What follows belongs to an exercise in optimizing a design on an open flow for small area and a short achievable clock period; a production flow would make more cautious choices. Function was checked by simulation only, so behaviour that the tests miss may differ from the original. Power is estimated from default activity; no workload was simulated.

== run 1 ==
==> flow/design.v (excerpt) <==
module fir_filter (
   input  logic               clk,
   input  logic               rst,
   input  logic signed [15:0] inp,
   output logic signed [39:0] outp
);
   logic [15:0] d [31];
   logic [31:0] y_q;
   logic r4_0_0;
   logic r4_0_1;
   logic r4_1_0;
   logic r4_1_1;
   logic r4_2_0;
   logic r4_2_1;
   logic r4_3_0;
   logic r4_3_1;
   logic r4_4_0;
   logic r4_4_1;
   logic r4_5_0;
   logic r4_5_1;
   logic r4_6_0;
   logic r4_6_1;
   logic r4_7_0;
   logic r4_7_1;
   logic r4_8_0;
   logic r4_8_1;
   logic r4_9_0;
   logic r4_9_1;
   logic r4_10_0;
   logic r4_10_1;
   logic r4_11_0;
   logic r4_11_1;
   logic r4_12_0;
   logic r4_12_1;
   logic r4_13_0;
   logic r4_13_1;
   logic r4_14_0;
   logic r4_14_1;
   logic r4_15_0;
   logic r4_15_1;
   logic r4_16_0;
   logic r4_16_1;
   logic r4_17_0;
   logic r4_17_1;
   logic r4_18_0;
   logic r4_18_1;
   logic r4_19_0;
   logic r4_19_1;
   logic r4_20_0;
   logic r4_20_1;
   logic r4_21_0;
   logic r4_21_1;
   logic r4_22_0;
   logic r4_22_1;
   logic r4_23_0;
   logic r4_23_1;
   logic r4_24_0;
   logic r4_24_1;
   logic r4_25_0;
   logic r4_25_1;
   logic r4_26_0;
   logic r4_26_1;
   logic r4_27_0;
   logic r4_27_1;
   logic r4_28_0;
   logic r4_28_1;
   logic r4_29_0;
  ...
Size: roughly 3800 cells after synthesis, about 780 flip-flops, roughly 0.054 mm^2 of cells after synthesis.
clock: 9.0 ns
lec_check: 0
cap_margin: 20
core_margin: 2
core_utilization: 40
cts_buf_list: sky130_fd_sc_hd__clkbuf_4 sky130_fd_sc_hd__clkbuf_8
slew_margin: 20
synth_hierarchical: 1
synth_minimum_keep_size: 0
run.sh (not shown) runs the stock make flow with config.mk's settings and CLKGATE_MAP_FILE= SYNTH_SCRIPT=/design/flow/synth_recipe.tcl, a recipe that flattens the netlist after the stock synthesis.
Run 1 reached the end of the flow, and the finished layout is clean on the timing, DRC and antenna checks.
Here is what was changed in the inputs of run 2 compared with run 1.
- putting PLACE_DENSITY at 0.75 where nothing was set
- clearing CTS_BUF_LIST, which used to be sky130_fd_sc_hd__clkbuf_4 sky130_fd_sc_hd__clkbuf_8
- swapping 40 for 65 in CORE_UTILIZATION
[summary]
- Changes observed in run 2 relative to run 1: number of diodes moved down; global-route usage moved up.
- Going from run 1 to run 2, global routing met3 resource utilization grows by 5.0 points.
- Reported for run 1 and run 2, top fanout value on the critical path turned out identical to the last digit.
- The launching instance or port of the critical path comes out d[7][4]$_SDFF_PP0_ in one run and d[10][8]$_SDFF_PP0_ in the other, namely in run 1 and run 2 respectively.
- STATUS overall power after layout: run 2 wins against run 1
- In the tables for run 1 and run 2, average routed wire per standard cell reads higher with run 2.
## Diff of input files: run 3 against run 2
- SETUP_SLACK_MARGIN: unset -> 4.2
- PLACE_DENSITY: 0.75 -> unset
- CORE_UTILIZATION: 65 -> 40
Run 3 ended with every stage complete and zero timing, DRC or antenna violations.
From run 2 to run 3 the numbers moved as follows: total track usage now sits lower; antenna cell count grew by 2.
Run 3 against run 2; maximum clock frequency is up by a little under 10%.
Run 3 ended with more net count of the finished layout than run 2.
Changes observed in run 3 relative to run 2: number of buffers and inverters on the critical path saw a decrease, boundary pin count saw little to no change, buffer count excluding the clock tree in the final layout saw an increase, post-synthesis to final-layout area growth saw an increase, worst path required time saw an increase.

Another version of the RTL of fir_filter (not shown whole).
Size: roughly 810 flip-flops, ~58 I/O pins, ~0.056 mm2 of cells after synthesis.
// fir_filter
module fir_filter (
   input  logic               clk,
   input  logic               rst,
   input  logic signed [15:0] inp,
   output logic signed [39:0] outp
);
   logic [15:0] d [26];
   logic [31:0] y_q;
   logic r6_0_0;
   logic m_r6_0_0;
   logic r6_0_1;
   logic m_r6_0_1;
   logic r6_1_0;
   logic m_r6_1_0;
   logic r6_1_1;
   logic m_r6_1_1;
   logic r6_2_0;
   logic m_r6_2_0;
   logic r6_2_1;
   logic m_r6_2_1;
   logic r6_3_0;
   logic m_r6_3_0;
   logic r6_3_1;
   logic m_r6_3_1;
   logic r6_4_0;
   logic m_r6_4_0;
   logic r6_4_1;
   logic m_r6_4_1;
   logic r6_5_0;
   logic m_r6_5_0;
   logic r6_5_1;
   logic m_r6_5_1;
   logic r6_6_0;
   logic m_r6_6_0;
   logic r6_6_1;
   logic m_r6_6_1;
   logic r6_7_0;
   logic m_r6_7_0;
   logic r6_7_1;
   logic m_r6_7_1;
   logic r6_8_0;
   logic m_r6_8_0;
   logic r6_8_1;
   logic m_r6_8_1;
   logic r6_9_0;
   logic m_r6_9_0;
   logic r6_9_1;
   logic m_r6_9_1;
   logic r6_10_0;
   logic m_r6_10_0;
   logic r6_10_1;
   logic m_r6_10_1;
   logic r6_11_0;
   logic m_r6_11_0;
   logic r6_11_1;
   logic m_r6_11_1;
   logic r6_12_0;
   logic m_r6_12_0;
   logic r6_12_1;
   logic m_r6_12_1;
   logic r6_13_0;
   logic m_r6_13_0;
   logic r6_13_1;
   logic m_r6_13_1;
   logic r6_14_0;
   logic m_r6_14_0;
   logic r6_14_1;
   logic m_r6_14_1;
   logic r6_15_0;
   logic m_r6_15_0;
   logic r6_15_1;
   logic m_r6_15_1;
   logic r6_16_0;
  ...
clock: 9.0 ns
lec_check: 0
cap_margin: 20
core_margin: 2
core_utilization: 40
cts_buf_list: sky130_fd_sc_hd__clkbuf_16
cts_cluster_diameter: 80
cts_cluster_size: 30
setup_slack_margin: 4.6
slew_margin: 20
synth_hierarchical: 1
synth_minimum_keep_size: 0
Edit:
--- a/flow/config.mk
+++ b/flow/config.mk
@@ -12,5 +12,4 @@
 export CTS_CLUSTER_DIAMETER = 80
 export CTS_CLUSTER_SIZE = 30
-export SETUP_SLACK_MARGIN = 4.6
 export SLEW_MARGIN = 20
 export SYNTH_HIERARCHICAL = 1
Combinational power fell by a few percent.
Setup slack is worse by 770 ps.
Final area goes down by a few percent.
Synthesized cell count does not change.
Hold slack is about the same.
Wire length shrinks by a few percent.

== old ==
Starting RTL as in the previous note.
export LEC_CHECK = 0
export CAP_MARGIN = 20
export CORE_MARGIN = 2
export CORE_UTILIZATION = 40
export CTS_BUF_LIST = sky130_fd_sc_hd__clkbuf_16
export CTS_CLUSTER_DIAMETER = 80
export CTS_CLUSTER_SIZE = 30
export SETUP_SLACK_MARGIN = 4.3
export SLEW_MARGIN = 20
export SYNTH_HIERARCHICAL = 1
export SYNTH_MINIMUM_KEEP_SIZE = 0
create_clock -name core_clock -period 9.0 [get_ports {clk}]
old went all the way through the flow, and no timing, DRC or antenna check failed.
Setup changes, old to new
- SETUP_SLACK_MARGIN changed from 4.3 to 4.9
### Flow results
- new vs old — met3 usage in global routing dropped 1.4 points.
- Relative contribution of combinational cells to total power in new is 3.3 points higher than in old
- Final routed wire length divided by cell count for new: about 1.5% up relative to old
- Comparing new and old, the lower layout clock buffer count is on old.
- Relative to old, utilization has increased by 3.0 points in new.
- Compared with old, new shows cell count that has gone up by a few percent.
- Looking only at worst-case setup margin in the final layout, and setting everything else aside, the lower value of new and old goes to old.
- The run with more routed wire is new, not old.
- Looking at worst max-slew margin expressed relative to the limit, new sits 6.0 points above old.
- new completed end to end with timing, DRC and antenna clean.
- Going from old to new, instance area at placement grew slightly.
- On share of power burned in the clock network: between new and old, it ends up lower for new.

Another version of the RTL of fir_filter (not shown whole).
Size: ~4000 cells after synthesis, roughly 58 I/O pins, roughly 57000 µm² of cells after synthesis.
make LEC_CHECK=0 CAP_MARGIN=20 CORE_MARGIN=2 CORE_UTILIZATION=40 CTS_BUF_LIST=sky130_fd_sc_hd__clkbuf_16 CTS_CLUSTER_DIAMETER=80 CTS_CLUSTER_SIZE=30 SETUP_SLACK_MARGIN=4.6 SLEW_MARGIN=20 SYNTH_HIERARCHICAL=1 SYNTH_MINIMUM_KEEP_SIZE=0 finish   # period 9.0 ns
The baseline completed with no timing, DRC or antenna violations.
Edit:
--- a/flow/config.mk
+++ b/flow/config.mk
@@ -12,5 +12,5 @@
 export CTS_CLUSTER_DIAMETER = 80
 export CTS_CLUSTER_SIZE = 30
-export SETUP_SLACK_MARGIN = 4.6
+export SETUP_SLACK_MARGIN = 4.9
 export SLEW_MARGIN = 20
 export SYNTH_HIERARCHICAL = 1
After rerunning:
- final area grows by a few percent
- routed wire length rose slightly
- sequential share of layout area came out lower by 0.88 points
- core utilization went up by 1.8 points
- via count rises by a few percent
- register-to-register slack is better by 0.04 ns
- maximum frequency goes up slightly

== JK ==
RTL: one of the versions met above, not the one the previous note started from.
For scale: roughly 3800 cells after synthesis, roughly 780 flip-flops, ~54000 µm² of cells after synthesis.
clock: 9.0 ns
lec_check: 0
cap_margin: 20
core_margin: 2
core_utilization: 40
cts_buf_list: sky130_fd_sc_hd__clkbuf_8
cts_cluster_diameter: 60
cts_cluster_size: 20
slew_margin: 20
synth_hierarchical: 1
synth_minimum_keep_size: 0
--- input diff JK..MS ---
- CTS_BUF_LIST removed (was sky130_fd_sc_hd__clkbuf_8)
- CTS_CLUSTER_DIAMETER removed (was 60)
- CTS_CLUSTER_SIZE removed (was 20)
Results
- In summary, MS completed successfully, with a layout that passed the timing, DRC and antenna checks.
- The fraction of cell area in non-clock buffers on MS is in line with that on JK.
- Between MS and JK, the fmax figures differ only marginally.
- Summary of MS over JK: layout-stage area growth over the synthesis result now larger; final hold slack stayed essentially flat.

==> separate check: timing with driven ports <==
How much do the figures lean on ideal ports? The routed layouts below were timed once more, with nothing changed but the port constraints.
Step 1 sets driving cells, clkbuf_16 on the clock port and buf_2 on the other inputs (assumed; they add their load-dependent delay and slew).
Step 2 moves the port delays by t, midway between the first and last clock arrival at a register: inputs arrive t later, outputs are due t later. That takes back most of the time a late clock gives input paths.
Slacks: no drivers / after step 1 / after step 2; pairs: no drivers / after step 1.
run	t (ns)	slack for setup (ns)	worst setup path at the end	worst register clock-pin slew, ns
run 1	0.907	3.625 / 3.625 / 3.625	register to register	0.07 / 0.07
run 2	0.711	3.632 / 3.632 / 3.632	register to register	0.07 / 0.07
run 3	0.754	4.019 / 4.019 / 4.019	register to register	0.07 / 0.07
the first run of note 2	0.758	4.355 / 4.355 / 4.355	register to register	0.11 / 0.11
the second run of note 2	0.754	3.587 / 3.587 / 3.587	register to register	0.11 / 0.11
old	0.756	4.352 / 4.352 / 4.352	register to register	0.11 / 0.11
new	0.753	4.499 / 4.499 / 4.499	register to register	0.11 / 0.11
the first run of note 4	0.743	4.558 / 4.558 / 4.558	register to register	0.12 / 0.12
the second run of note 4	0.733	4.599 / 4.599 / 4.599	register to register	0.12 / 0.12
JK	0.848	3.669 / 3.669 / 3.669	register to register	0.12 / 0.12
MS	0.759	3.662 / 3.662 / 3.662	register to register	0.07 / 0.07
After both steps setup and hold are still met in every run listed.
